Source: an optimization exercise on an open RTL-to-GDS flow (aim: small area, a short achievable clock period and few clock cycles per item). Production flows keep margins and buffers that such runs may drop.
In this exercise RTL edits were held to simulation tests only and were not proved equivalent to the original.
Power and IR drop assume default switching activity.

==> inputs of run Y <==
// mul_pipe
module mul_pipe #(
  parameter int WIDTH  = 32,
  parameter int STAGES = 3,
  parameter int TAG_W  = 5
) (
  input  logic             clk,
  input  logic             resetn,
  input  logic             in_valid,
  output logic             in_ready,
  input  logic [WIDTH-1:0] a,
  input  logic [WIDTH-1:0] b,
  input  logic [1:0]       mul_type,
  input  logic [TAG_W-1:0] in_tag,
  input  logic             flush,
  output logic             out_valid,
  input  logic             out_ready,
  output logic [WIDTH-1:0] out_res,
  output logic [TAG_W-1:0] out_tag,
  output logic             busy
);
clock: 12.0 ns
lec_check: 0
cap_margin: 20
core_margin: 2
core_utilization: 40
slew_margin: 20
synth_hierarchical: 1
run.sh (not shown) runs the stock make flow with config.mk's settings and CLKGATE_MAP_FILE= SYNTH_SCRIPT=/design/flow/synth_recipe.tcl, a recipe that flattens the netlist after the stock synthesis.
==> run A: changes against run Y <==
- ABC_CLOCK_PERIOD_IN_PS: not set -> 4000
- SETUP_SLACK_MARGIN: not set -> 5
==> run R: changes against run Y <==
- ABC_CLOCK_PERIOD_IN_PS: not set -> 4000
==> summary.txt <==
Clock-buffer cell count is the same in run R and run Y.
Global-route usage: run A is higher than run Y (0.12 points).
Sequential share of layout area is the same in run Y and run R.
Worst hold slack is the same in run R and run Y.
==> figures <==
| item | run A | run R | run Y |
|---|---|---|---|
| Post-layout total power | 11420 uW | 11300 uW | 11300 uW |
| Utilization after layout | 46.07% | 45.78% | 45.78% |
| Worst-case headroom to the max-slew limit | 41.13% | 39.24% | 39.24% |
| Seq. pwr | 1450 uW | 1460 uW | 1460 uW |
| Met3 Routed Length | 12300 um | 12070 um | 12070 um |
| Run status | finished clean | finished clean | finished clean |
| Standard cell with the maximum stage delay on the critical path | sky130_fd_sc_hd__fa_1 | sky130_fd_sc_hd__buf_4 | sky130_fd_sc_hd__buf_4 |
| Crit path required time | 12.17 ns | 12.19 ns | 12.19 ns |
| Number of DRC markers in iteration 0 | 2685 | 2843 | 2843 |
| Number of detailed-routing iterations run before antenna repair | 5 | 6 | 6 |
Testbench counts of run Y, summed over its fixed seeds: cycles 4,808, items 4,800.
Testbench counts of run A, summed over its fixed seeds: cycles 4,808, items 4,800.
Testbench counts of run R, summed over its fixed seeds: cycles 4,808, items 4,800.

==> branch yarrow <==
mul_pipe, a different RTL version from the one above (not shown whole).
==> flow/config.mk <==
export PLATFORM = sky130hd
export DESIGN_NAME = mul_pipe
export DESIGN_NICKNAME = mul_pipe
export VERILOG_FILES = /design/flow/design.v
export SDC_FILE = /design/flow/constraint.sdc
export NUM_CORES = 4
export LEC_CHECK = 0
export CAP_MARGIN = 20
export CORE_MARGIN = 2
export CORE_UTILIZATION = 40
export SLEW_MARGIN = 20
export SYNTH_HIERARCHICAL = 1
==> flow/constraint.sdc <==
create_clock -name core_clock -period 12.0 [get_ports {clk}]
set_input_delay 2.4000 -clock core_clock [delete_from_list [all_inputs] [get_ports {clk}]]
set_output_delay 2.4000 -clock core_clock [all_outputs]
set_load 0.01 [all_outputs]
standard.sh (not shown) runs the stock make flow with config.mk's settings and CLKGATE_MAP_FILE= SYNTH_SCRIPT=/design/flow/synth_recipe.tcl, a recipe that flattens the netlist after the stock synthesis.
==> flow/flow/run.sh <==
#!/bin/bash
# Standard layout, with timing repair aiming 6.0 ns below the clock period
# (the constraints themselves are unchanged).
set -euo pipefail
export SETUP_SLACK_MARGIN=6.0
bash standard.sh finish > standard.log 2>&1
==> inputs of branch indigo, as changes to branch yarrow <==
==> flow/flow/run.sh (replaced) <==
#!/bin/bash
# Standard layout, with timing repair aiming 5.5 ns below the clock period
# (the constraints themselves are unchanged).
set -euo pipefail
export SETUP_SLACK_MARGIN=5.5
bash standard.sh finish > standard.log 2>&1
==> qor summary <==
                                                        branch indigo  branch yarrow
Number of cells after detailed placement                         3690           3689
Uppermost routed layer                                           met4           met5
Normalized max-slew margin                                     37.48%         37.79%
Number of cells on the critical path                               12             14
Clock net power                                                504 uW         541 uW
Largest fanout of any net on the critical path                     34              6
Met3 usage                                                     8.789%         14.75%
Status                               no timing/DRC/antenna violations  no timing/DRC/antenna violations
Detailed-route vias per instance                                6.584          6.831
Endpoint of the lowest-slack register-to-register path          q1[8]          q1[5]
Arrival @ worst endpoint                                      6.75 ns        6.48 ns
Total detailed-routing wirelength                            122.1 mm       142.6 mm
First-pass GRT wire length                                   173.7 mm       199.0 mm
Testbench counts of branch yarrow, summed over its fixed seeds: cycles 4,808, items 4,800.
Testbench counts of branch indigo, summed over its fixed seeds: cycles 4,808, items 4,800.

==> job 2379: inputs <==
Another version of the RTL of mul_pipe (not shown whole).
clock: 12.0 ns
lec_check: 0
cap_margin: 20
core_margin: 2
core_utilization: 40
setup_slack_margin: 5
slew_margin: 20
synth_hierarchical: 1
run.sh (not shown) runs the stock make flow with config.mk's settings and CLKGATE_MAP_FILE= SYNTH_SCRIPT=/design/flow/synth_recipe.tcl, a recipe that flattens the netlist after the stock synthesis.
Stock flow here: none of the scripts above is used.
==> job 7906 (differences from job 2379) <==
--- a/flow/design.v
+++ b/flow/design.v
@@ -4249,11 +4249,11 @@
   mp_fa u_s2229 (.x(c2107), .y(c1994), .z(s2108), .s(s2229), .c(c2230));
   mp_fa u_s2231 (.x(s2110), .y(pp1185), .z(c2109), .s(s2231), .c(c2232));
   mp_fa u_s2233 (.x(c2111), .y(s2112), .z(pp1186), .s(s2233), .c(c2234));
   mp_fa u_s2235 (.x(pp1187), .y(pp1119), .z(pp1120), .s(s2235), .c(c2236));
   assign en        = out_ready || !valid;
-  assign in_ready  = en && !flush;
+  mp_rdy u_rdy (.v(valid), .r(out_ready), .f(flush), .p(in_ready));
   assign out_valid = valid;
   assign busy      = valid;
   always_ff @(posedge clk or negedge resetn) begin
     if (!resetn)    valid <= 1'b0;
     else if (flush) valid <= 1'b0;
@@ -4638,11 +4638,13 @@
   mp_xor2 u_sum59 (.x(p2354), .y(G2537), .p(sum[59]));
   mp_xor2 u_sum60 (.x(p2356), .y(G2493), .p(sum[60]));
   mp_xor2 u_sum61 (.x(p2358), .y(G2538), .p(sum[61]));
   mp_xor2 u_sum62 (.x(p2360), .y(G2508), .p(sum[62]));
   mp_xor2 u_sum63 (.x(p2362), .y(G2539), .p(sum[63]));
-  assign out_res = lo_q ? sum[31:0] : sum[63:32];
+  for (genvar i = 0; i < 32; i++) begin : g_out
+    mp_mux2 u_mux (.s(lo_q), .x1(sum[i]), .x0(sum[i+32]), .p(out_res[i]));
+  end
   assign out_tag = tag_q;
 endmodule
 module mp_benc (
   input  logic y2,
   input  logic y1,
@@ -4707,10 +4709,26 @@
   input  logic y,
   output logic p
 );
   assign p = ~(x ^ y);
 endmodule
+module mp_mux2 (
+  input  logic s,
+  input  logic x1,
+  input  logic x0,
+  output logic p
+);
+  assign p = s ? x1 : x0;
+endmodule
+module mp_rdy (
+  input  logic v,
+  input  logic r,
+  input  logic f,
+  output logic p
+);
+  assign p = !f && (r || !v);
+endmodule
 module mp_fa (
   input  logic x,
   input  logic y,
   input  logic z,
   output logic s,
==> flow/flow/run.sh (new file) <==
#!/bin/bash
# Standard layout, with timing repair aiming 5.5 ns below the clock period
# (the constraints themselves are unchanged), and every port buffered with
# buf_2 instead of the default port buffer.
set -euo pipefail
export SETUP_SLACK_MARGIN=5.5
export BUFFER_PORTS_ARGS="-buffer_cell sky130_fd_sc_hd__buf_2"
bash standard.sh finish > standard.log 2>&1
==> flow/standard.sh (new file) <==
#!/bin/bash
# synth_recipe.tcl (not shown) runs the flow's synth.tcl, then flattens the netlist and writes it again
# the make line also repeats each setting of config.mk as NAME=value (left out here)
make -C /OpenROAD-flow-scripts/flow DESIGN_CONFIG=/design/flow/config.mk WORK_HOME=/design/flow/orfs CLKGATE_MAP_FILE= SYNTH_SCRIPT=/design/flow/synth_recipe.tcl "${@:-finish}"
--- a/flow/config.mk
+++ b/flow/config.mk
@@ -5,9 +5,8 @@
 export SDC_FILE = /design/flow/constraint.sdc
 export NUM_CORES = 4
 export LEC_CHECK = 0
 export CAP_MARGIN = 20
 export CORE_MARGIN = 2
-export CORE_UTILIZATION = 40
-export SETUP_SLACK_MARGIN = 5
+export CORE_UTILIZATION = 70
 export SLEW_MARGIN = 20
 export SYNTH_HIERARCHICAL = 1
removed: flow/run.sh
==> job 5010 (differences from job 2379) <==
--- a/flow/design.v
+++ b/flow/design.v
@@ -4249,11 +4249,11 @@
   mp_fa u_s2229 (.x(c2107), .y(c1994), .z(s2108), .s(s2229), .c(c2230));
   mp_fa u_s2231 (.x(s2110), .y(pp1185), .z(c2109), .s(s2231), .c(c2232));
   mp_fa u_s2233 (.x(c2111), .y(s2112), .z(pp1186), .s(s2233), .c(c2234));
   mp_fa u_s2235 (.x(pp1187), .y(pp1119), .z(pp1120), .s(s2235), .c(c2236));
   assign en        = out_ready || !valid;
-  assign in_ready  = en && !flush;
+  mp_rdy u_rdy (.v(valid), .r(out_ready), .f(flush), .p(in_ready));
   assign out_valid = valid;
   assign busy      = valid;
   always_ff @(posedge clk or negedge resetn) begin
     if (!resetn)    valid <= 1'b0;
     else if (flush) valid <= 1'b0;
@@ -4638,11 +4638,13 @@
   mp_xor2 u_sum59 (.x(p2354), .y(G2537), .p(sum[59]));
   mp_xor2 u_sum60 (.x(p2356), .y(G2493), .p(sum[60]));
   mp_xor2 u_sum61 (.x(p2358), .y(G2538), .p(sum[61]));
   mp_xor2 u_sum62 (.x(p2360), .y(G2508), .p(sum[62]));
   mp_xor2 u_sum63 (.x(p2362), .y(G2539), .p(sum[63]));
-  assign out_res = lo_q ? sum[31:0] : sum[63:32];
+  for (genvar i = 0; i < 32; i++) begin : g_out
+    mp_mux2 u_mux (.s(lo_q), .x1(sum[i]), .x0(sum[i+32]), .p(out_res[i]));
+  end
   assign out_tag = tag_q;
 endmodule
 module mp_benc (
   input  logic y2,
   input  logic y1,
@@ -4707,10 +4709,26 @@
   input  logic y,
   output logic p
 );
   assign p = ~(x ^ y);
 endmodule
+module mp_mux2 (
+  input  logic s,
+  input  logic x1,
+  input  logic x0,
+  output logic p
+);
+  assign p = s ? x1 : x0;
+endmodule
+module mp_rdy (
+  input  logic v,
+  input  logic r,
+  input  logic f,
+  output logic p
+);
+  assign p = !f && (r || !v);
+endmodule
 module mp_fa (
   input  logic x,
   input  logic y,
   input  logic z,
   output logic s,
==> flow/flow/run.sh (new file) <==
#!/bin/bash
# Standard layout, with timing repair aiming 5.5 ns below the clock period
# (the constraints themselves are unchanged), and every port buffered with
# buf_2 instead of the default port buffer.
set -euo pipefail
export SETUP_SLACK_MARGIN=5.5
export BUFFER_PORTS_ARGS="-buffer_cell sky130_fd_sc_hd__buf_2"
bash standard.sh finish > standard.log 2>&1
==> flow/standard.sh (new file) <==
#!/bin/bash
# synth_recipe.tcl (not shown) runs the flow's synth.tcl, then flattens the netlist and writes it again
# the make line also repeats each setting of config.mk as NAME=value (left out here)
make -C /OpenROAD-flow-scripts/flow DESIGN_CONFIG=/design/flow/config.mk WORK_HOME=/design/flow/orfs CLKGATE_MAP_FILE= SYNTH_SCRIPT=/design/flow/synth_recipe.tcl "${@:-finish}"
--- a/flow/config.mk
+++ b/flow/config.mk
@@ -5,9 +5,8 @@
 export SDC_FILE = /design/flow/constraint.sdc
 export NUM_CORES = 4
 export LEC_CHECK = 0
 export CAP_MARGIN = 20
 export CORE_MARGIN = 2
-export CORE_UTILIZATION = 40
-export SETUP_SLACK_MARGIN = 5
+export CORE_UTILIZATION = 55
 export SLEW_MARGIN = 20
 export SYNTH_HIERARCHICAL = 1
removed: flow/run.sh
==> flow_summary.ini <==
[sta]
final.min_clock_period_ns = 6.92
max_slew_margin_pct = 40.3

[floorplan]
dieHeight_um = 268
nWellTaps = 931

[global_routing]
grt_use_met2_pct = 42.6
grt.met3_usage_pct = 7.93
track_usage_pct = 27.6

[critical_path]
crit_chain = clkdlybuf4s50_1 > ha_1 > nor2b_4 > buf_8 > xor2_1 > a22o_1 > fa_1 > fa_1 > fa_1 > fa_1 > fa_1 > fa_1
worstReg2RegEnd = q1[15]
crit_slowest_cell = fa_1

[placement]
placed_area_um2 = 30800

[power]
internal-power_mw = 5.33
p_leak_nw = 14.4

[routing]
drt-total-wl_um = 97900

[synth]
yosysTopAreaCellShare_pct = 33.8
synth_compound_area_share_pct = 20.7

[run_status]
status = finished clean

[finish]
fin_cells = 3411
buf_share_pct = 5.89
That was job 2379.
==> flow_summary.ini <==
[run_status]
status = finished clean

[floorplan]
nWellTaps = 672

[synth]
synth_compound_area_share_pct = 20.8
yosysTopAreaCellShare_pct = 33.9

[finish]
buf_share_pct = 3.27
fin_cells = 3118

[power]
p_leak_nw = 14.2

[global_routing]
grt_use_met2_pct = 53.5

[routing]
drt-total-wl_um = 98900

[placement]
placed_area_um2 = 29900

[critical_path]
crit_chain = buf_2 > ha_1 > nor2b_4 > buf_4 > xor2_1 > a22o_1 > fa_2 > fa_1 > fa_1 > fa_2 > fa_1 > fa_1
worstReg2RegEnd = q1[19]
That was job 5010.
==> flow_summary.ini <==
[run_status]
status = finished clean

[power]
internal-power_mw = 4.99
p_leak_nw = 14.3

[critical_path]
crit_slowest_cell = fa_2
crit_chain = buf_2 > ha_4 > nor2b_4 > buf_6 > xor2_1 > a22o_1 > inv_1 > ha_1 > inv_1 > fa_1 > fa_1 > fa_1 > fa_2 > fa_2
worstReg2RegEnd = q0[21]

[placement]
placed_area_um2 = 29700

[global_routing]
grt_use_met2_pct = 67.1
grt.met3_usage_pct = 20.7
track_usage_pct = 47.4

[finish]
buf_share_pct = 3.57
fin_cells = 2974

[floorplan]
nWellTaps = 518

[synth]
yosysTopAreaCellShare_pct = 33.9

[sta]
max_slew_margin_pct = 32.9
That was job 7906.
Testbench counts of job 2379, summed over its fixed seeds: cycles 4,808, items 4,800.
Testbench counts of job 7906, summed over its fixed seeds: cycles 4,808, items 4,800.
Testbench counts of job 5010, summed over its fixed seeds: cycles 4,808, items 4,800.

-- re-timing with driven ports --
The results above use ideal ports. As a check the final layouts listed here were re-extracted and re-timed, cells and wires unchanged.
Step 1 sets driving cells, clkbuf_16 on the clock port and buf_2 on the other inputs (assumed; they add their load-dependent delay and slew).
Step 2 also shifts input and output timing later by t, the mid clock arrival at the registers, as if the neighbouring blocks saw the same clock.
Slacks: ideal / step 1 / step 2; pairs: ideal / step 1.
| run | t, ns | setup WS [ns] | clock arrival spread, ns |
|---|---|---|---|
| run Y | 0.505 | 4.558 / 4.595 / 4.090 | 0.010 / 0.010 |
| run A | 0.512 | 5.047 / 5.081 / 4.569 | 0.010 / 0.010 |
| run R | 0.505 | 4.558 / 4.595 / 4.090 | 0.010 / 0.010 |
| branch yarrow | 0.534 | 5.735 / 5.729 / 5.195 | 0.015 / 0.015 |
| branch indigo | 0.530 | 5.471 / 5.487 / 4.981 | 0.023 / 0.023 |
| job 2379 | 0.493 | 5.079 / 5.096 / 4.602 | 0.023 / 0.023 |
| job 7906 | 0.504 | 5.508 / 5.529 / 5.031 | 0.019 / 0.019 |
| job 5010 | 0.557 | 5.581 / 5.544 / 5.071 | 0.018 / 0.018 |
After both steps every run listed still meets setup and hold. The setup slack of branch yarrow, which loses most, moves by -0.006 ns with the drivers and by -0.540 ns with both steps.
